Background: an optimization exercise with open tools, aiming at small area, a short achievable clock period and few clock cycles per item. Do not read the settings as production practice.
The RTL was checked by simulation tests, not by an equivalence proof against the original design.

## branch indigo
// alu_arbiter
module alu_arbiter
#(
    parameter int unsigned WORDSIZE      = 32,
    parameter int unsigned SEL_LINE_SIZE = 4,
    parameter int unsigned NUM_REQ       = 4
) (
    input  logic                              clk,
    input  logic                              rst_n,
    input  logic [NUM_REQ-1:0]                req_valid,
    output logic [NUM_REQ-1:0]                req_ready,
    input  logic [NUM_REQ*WORDSIZE-1:0]       req_a,
    input  logic [NUM_REQ*WORDSIZE-1:0]       req_b,
    input  logic [NUM_REQ*SEL_LINE_SIZE-1:0]  req_sel,
    output logic [NUM_REQ-1:0]                rsp_valid,
    input  logic [NUM_REQ-1:0]                rsp_ready,
    output logic [WORDSIZE-1:0]               rsp_result,
    output logic                              rsp_carry,
    output logic                              busy
);
Size: ~3800 cells after synthesis, ~260 flip-flops, roughly 320 I/O pins, ~27000 um2 of cells after synthesis.
clock: 70.0 ns
lec_check: 0
abc_area: 1
cap_margin: 20
core_margin: 2
core_utilization: 40
slew_margin: 20
standard.sh (not shown) runs the stock make flow with config.mk's settings and CLKGATE_MAP_FILE= SYNTH_SCRIPT=/design/flow/synth_recipe.tcl, a recipe that flattens the netlist after the stock synthesis.
==> flow/flow/run.sh <==
#!/bin/bash
# Layout flow: the standard layout (standard.sh), with the port buffers
# that global placement inserts made sky130_fd_sc_hd__buf_1 instead of the
# cell the resizer picks by default. Everything else is the standard flow.
set -euo pipefail
export BUFFER_PORTS_ARGS="-buffer_cell sky130_fd_sc_hd__buf_1"
bash standard.sh > standard.log 2>&1
Testbench counts of branch indigo, summed over its fixed seeds: cycles 2,683, items 2,048.
Input-level comparison between branch fjord and branch indigo:
==> flow/run.sh (new file) <==
#!/bin/bash
# synth_recipe.tcl (not shown) runs the flow's synth.tcl, then flattens the netlist and writes it again
# the make line also repeats each setting of config.mk as NAME=value (left out here)
make -C /OpenROAD-flow-scripts/flow DESIGN_CONFIG=/design/flow/config.mk WORK_HOME=/design/flow/orfs CLKGATE_MAP_FILE= SYNTH_SCRIPT=/design/flow/synth_recipe.tcl finish
removed: flow/flow/run.sh
removed: flow/standard.sh
## What came out
- branch fjord vs branch indigo: pin count of the biggest net entering global routing down by a few percent
- Compared with branch indigo, in branch fjord summed area of non-filler cells in the final layout +about 7%; routed wire length went up by about 2.7%; global-route usage up 0.63 points.
- branch indigo → branch fjord: final antenna-violating net count saw little to no change; number of flip-flops and latches saw little to no change; clock slew at the register clock pins of the worst setup and hold paths saw little to no change.
- branch fjord finished every step from synthesis to the final layout, and the layout passed the timing, DRC and antenna checks.

========
## xenon
Another version of the RTL of alu_arbiter (not shown whole).
Size in the first run: about 270 flip-flops, ~28,000 sq um of cells after synthesis.
Settings: LEC_CHECK=0, ABC_AREA=1, CAP_MARGIN=20, CORE_MARGIN=2, CORE_UTILIZATION=40, SLEW_MARGIN=40; clock period 70.0 ns.
==> flow/flow/run.sh <==
#!/bin/bash
# Layout flow: the standard layout (standard.sh), with the port buffers
# that global placement inserts made sky130_fd_sc_hd__buf_1 instead of the
# cell the resizer picks by default. Everything else is the standard flow.
set -euo pipefail
export BUFFER_PORTS_ARGS="-buffer_cell sky130_fd_sc_hd__buf_1"
bash standard.sh > standard.log 2>&1
xenon reached the end of the flow, and the finished layout is clean on the timing, DRC and antenna checks.
Testbench counts of xenon, summed over its fixed seeds: cycles 2,420, items 2,048.
Modified inputs, violet compared to xenon
Settings: SLEW_MARGIN now 20, was 40.
==> comparison <==
Compare violet and xenon | met2 routed wirelength lower: violet. Compared violet against xenon; global-route wire length before repair within noise. Between xenon and violet, the flow reports count of clock-buffer cells in the layout increasing by a few percent. Having completed the whole flow, violet delivered a layout that passed the timing, DRC and antenna checks. Compared xenon against violet; post-synthesis to final-layout area growth within noise. From violet to xenon, clock sink total did not move at all. xenon -> violet: share of layout cells above drive strength 1 flat.

========
Another version of the RTL of alu_arbiter (not shown whole).
Size in the first run: about 3400 cells after synthesis, ~260 flip-flops, about 320 I/O pins, roughly 29000 um2 of cells after synthesis.
==> flow/config.mk <==
export PLATFORM = sky130hd
export DESIGN_NAME = alu_arbiter
export DESIGN_NICKNAME = alu_arbiter
export VERILOG_FILES = /design/flow/design.v
export SDC_FILE = /design/flow/constraint.sdc
export NUM_CORES = 4
export LEC_CHECK = 0
export CAP_MARGIN = 20
export CORE_MARGIN = 2
export CORE_UTILIZATION = 40
export SLEW_MARGIN = 20
==> flow/constraint.sdc <==
create_clock -name core_clock -period 70.0 [get_ports {clk}]
set_input_delay 14.0000 -clock core_clock [delete_from_list [all_inputs] [get_ports {clk}]]
set_output_delay 14.0000 -clock core_clock [all_outputs]
set_load 0.01 [all_outputs]
run.sh (not shown) runs the stock make flow with config.mk's settings and CLKGATE_MAP_FILE= SYNTH_SCRIPT=/design/flow/synth_recipe.tcl, a recipe that flattens the netlist after the stock synthesis.
Stock flow here: none of the scripts above is used.
The baseline finished clean.
Testbench counts at the start, summed over its fixed seeds: cycles 2,667, items 2,048.
Change:
- SYNTH_HIERARCHICAL: not set -> 1
The new run finished clean.
Sequential share of layout area drops by 1.1 points.
Fmax climbs by about 2.3%.
Clock-buffer cell count drops by 5.
Routed wire length climbs by 5.0%.

========
alu_arbiter, a different RTL version from the one above (not shown whole).
Size: roughly 4000 cells after synthesis, roughly 320 I/O pins.
export LEC_CHECK = 0
export ABC_AREA = 1
export CAP_MARGIN = 20
export CORE_MARGIN = 2
export CORE_UTILIZATION = 55
export CTS_BUF_LIST = sky130_fd_sc_hd__clkbuf_4 sky130_fd_sc_hd__clkbuf_8
export SLEW_MARGIN = 20
create_clock -name core_clock -period 70.0 [get_ports {clk}]
standard.sh (not shown) runs the stock make flow with config.mk's settings and CLKGATE_MAP_FILE= SYNTH_SCRIPT=/design/flow/synth_recipe.tcl, a recipe that flattens the netlist after the stock synthesis.
Scripts as last shown in full above: flow/flow/run.sh
Testbench counts at the start, summed over its fixed seeds: cycles 2,420, items 2,048.
Rerun with:
- CORE_UTILIZATION: 55 -> 40
- CTS_BUF_LIST: sky130_fd_sc_hd__clkbuf_4 sky130_fd_sc_hd__clkbuf_8 -> default
=> Design area rose by about 0.9%; setup slack got worse by 0.089 ns; final cell count rose by 3.6%; first-iteration DRC count fell by about 12%; sequential share of layout area fell by 0.21 points; non-clock buffer count fell by 1; register-to-register slack improved by 0.67 ns.
Rerun with:
- SLEW_MARGIN: 20 -> 75
=>
- The changed run completed without violations
- hold slack is better by 0.0040 ns
- routed wire length came out higher slightly
- cell area is higher by a few percent

-- what the ideal ports hide --
In the flow no input, the clock included, has a driving cell. The finished layouts below were timed again as built, in two steps.
Step 1 assumes that a clkbuf_16 drives the clock port and a buf_2 every other input.
Step 2 also shifts input and output timing later by t, the mid clock arrival at the registers, as if the neighbouring blocks saw the same clock.
Three values: no drivers, after step 1, after step 2; two values: the first two.
run	shift t [ns]	setup WS [ns]	worst setup path at the end
branch indigo	0.661	54.297 / 54.235 / 54.054	input to register
branch fjord	0.673	54.251 / 54.186 / 53.684	input to register
xenon	0.668	54.242 / 54.178 / 53.780	input to register
violet	0.665	54.251 / 54.187 / 53.727	input to register
the first run of note 3	0.648	52.828 / 52.828 / 52.828	register to register
the second run of note 3	0.651	53.217 / 53.217 / 53.217	register to register
the first run of note 4	0.683	54.168 / 54.197 / 53.514	input to register
the second run of note 4	0.641	54.079 / 54.113 / 53.473	input to register
the third run of note 4	0.643	54.593 / 54.622 / 53.986	input to register
After both steps setup and hold are still met in every run listed. For the first run of note 4, which loses most, drivers alone change the setup slack by +0.029 ns; drivers and shift together by -0.654 ns.
